Background: an optimization exercise with open tools, aiming at a short achievable clock period and few clock cycles. Do not read the settings as production practice.
Function was checked by simulation only, so behaviour that the tests miss may differ from the original.
Power and IR drop assume default switching activity.

## old
Design procesador_multiciclo, start of the top module:
module procesador_multiciclo #(
   parameter int            DW       = 32,
   parameter int            AW       = 8,
   parameter logic [AW-1:0] RESET_PC = '0
) (
   input  logic          clk,
   input  logic          rst_n,
   output logic          mem_req,
   output logic          mem_we,
   output logic [AW-1:0] mem_addr,
   output logic [DW-1:0] mem_wdata,
   input  logic [DW-1:0] mem_rdata,
   input  logic          mem_ack,
   output logic          halted,
   output logic [AW-1:0] pc_dbg
);
Settings: LEC_CHECK=0, ABC_CLOCK_PERIOD_IN_PS=3000, CAP_MARGIN=20, CORE_MARGIN=2, CORE_UTILIZATION=35, SETUP_SLACK_MARGIN=3.5, SLEW_MARGIN=20; clock period 6.5 ns.
run.sh (not shown) runs the stock make flow with config.mk's settings and CLKGATE_MAP_FILE= SYNTH_SCRIPT=/design/flow/synth_recipe.tcl, a recipe that flattens the netlist after the stock synthesis.
Testbench counts of old, summed over its fixed seeds: cycles 76,225.
Input changes introduced in new (baseline for comparison: old):
-- flow/design.v --
<<< old, line 81
   logic [31:0] ib_d [0:31];             
   logic [31:0] ib_t, ib_v;              
   logic [5:0]  ib_g [0:31];             
   logic [31:0] ib_j, ib_b, ib_s;        
   wire        m_arr = req_q && !dat_q;             
   wire        i_hit = ib_v[pc_n[4:0]] && ib_t[pc_n[4:0]] == pc_n[5];
>>> new, line 81
   logic [31:0] ib_d [0:31];             
   logic [31:0] ib_t, ib_v;              
   wire        m_arr = req_q && !dat_q;             
   wire        i_hit = ib_v[pc_n[4:0]] && ib_t[pc_n[4:0]] == pc_n[5];
<<< old, line 97
   wire        f_pt  = f_j || (f_beq && (f_hv ? f_ht : (f_w[15] || f_w[25:21] == f_w[20:16])));
   wire [5:0]  f_tgt = f_j ? f_w[5:0] : f_bt;
   wire [4:0]  n_i   = pc_n[4:0];
   wire        n_pt  = ib_j[n_i] || (ib_b[n_i] && (bh_v[pc_n] ? bh_t[pc_n] : ib_s[n_i]));
   wire [5:0]  f_nxt = m_arr ? (f_pt ? f_tgt : f_pc1) : (n_pt ? ib_g[n_i] : pc_n + 6'd1);
   logic [31:0] rv1, rv2, e_res;
   banco_reg_param #(.DW(32)) u_rf (
>>> new, line 95
   wire        f_pt  = f_j || (f_beq && (f_hv ? f_ht : (f_w[15] || f_w[25:21] == f_w[20:16])));
   wire [5:0]  f_tgt = f_j ? f_w[5:0] : f_bt;
   wire [5:0]  f_nxt = f_pt ? f_tgt : f_pc1;
   logic [31:0] rv1, rv2, e_res;
   banco_reg_param #(.DW(32)) u_rf (
<<< old, line 156
   wire x_mis  = e_v && e_beq && (x_eq != e_pt);
   wire x_halt = e_v && e_ill;
   wire sel_d  = d_mem && !fw1 && !x_mis && !x_halt;
   always_ff @(posedge clk or negedge rst_n) begin
      if (!rst_n) begin
>>> new, line 152
   wire x_mis  = e_v && e_beq && (x_eq != e_pt);
   wire x_halt = e_v && e_ill;
   always_ff @(posedge clk or negedge rst_n) begin
      if (!rst_n) begin
<<< old, line 178
            ib_v[addr_q[4:0]] <= 1'b1;
            ib_t[addr_q[4:0]] <= addr_q[5];
            ib_j[addr_q[4:0]] <= f_j;
            ib_b[addr_q[4:0]] <= f_beq;
            ib_s[addr_q[4:0]] <= f_w[15] || f_w[25:21] == f_w[20:16];
         end
         if (e_v && e_beq) begin
>>> new, line 173
            ib_v[addr_q[4:0]] <= 1'b1;
            ib_t[addr_q[4:0]] <= addr_q[5];
         end
         if (e_v && e_beq) begin
<<< old, line 193
         we_q  <= 1'b0;
         dat_q <= 1'b0;
         addr_q <= sel_d ? d_ea[7:2] : x_mis ? e_alt : d_rply ? d_pc : (f_arr ? f_nxt : pc_n);
         if (x_halt) begin
            req_q    <= 1'b0;
            halted_q <= 1'b1;
            pc_dbg_q <= {e_pc1, 2'b00};
         end else if (sel_d) begin
            dat_q   <= 1'b1;
            we_q    <= d_sw;
            wdata_q <= d_b;
            pc_n    <= f_arr ? f_nxt : pc_n;
         end
      end
   end
   always_ff @(posedge clk) begin
      if (adv && m_arr) begin
         ib_d[addr_q[4:0]] <= mem_rdata;
         ib_g[addr_q[4:0]] <= f_tgt;
      end
      if (adv) begin
         if (f_arr) begin
>>> new, line 185
         we_q  <= 1'b0;
         dat_q <= 1'b0;
         if (x_halt) begin
            req_q    <= 1'b0;
            halted_q <= 1'b1;
            pc_dbg_q <= {e_pc1, 2'b00};
         end else if (x_mis) begin
            addr_q <= e_alt;
         end else if (d_rply) begin
            addr_q <= d_pc;
         end else if (d_mem) begin
            dat_q   <= 1'b1;
            we_q    <= d_sw;
            addr_q  <= d_ea[7:2];
            wdata_q <= d_b;
            pc_n    <= f_arr ? f_nxt : pc_n;
         end else begin
            addr_q <= f_arr ? f_nxt : pc_n;
         end
      end
   end
   always_ff @(posedge clk) begin
      if (adv && m_arr) ib_d[addr_q[4:0]] <= mem_rdata;
      if (adv) begin
         if (f_arr) begin
Notes after the runs:
new: flow completed, timing, DRC and antenna clean. Compare old and new | area fraction in and, or, nand and nor cells after synthesis lower: old. After synthesis and placement, the instance count of new is below that of old. Compared with old, in new wire length of the first global-routing pass went down, cell area after placement went down, combinational share of power went up, number of multi-input logic gates went down. Comparing old and new, the higher ratio of cells with drive above 1 in the final layout was measured on old.
Testbench counts of new, summed over its fixed seeds: cycles 76,225.

## port drivers added, routing unchanged
The flow's constraints put no driver on any port. The routed layouts listed below were extracted and timed again, unchanged, in two steps.
Step 1 assumes that a clkbuf_16 drives the clock port and a buf_2 every other input.
Step 2 times the ports against the registers' clock, not the clock port: input delays grow and output delays shrink by t, the midpoint of the rising clock arrivals with the driver on.
Slacks: ideal ports / drivers / drivers and shift; pairs: ideal ports / drivers.
run | t (ns) | setup WS [ns] | worst setup path after step 2
old | 1.018 | 2.265 / 2.265 / 1.756 | input to register
new | 0.966 | 2.216 / 2.216 / 1.988 | input to register
After both steps setup and hold are still met in every run listed. For old, which loses most, drivers alone change the setup slack by 0.000 ns; drivers and shift together by -0.509 ns.
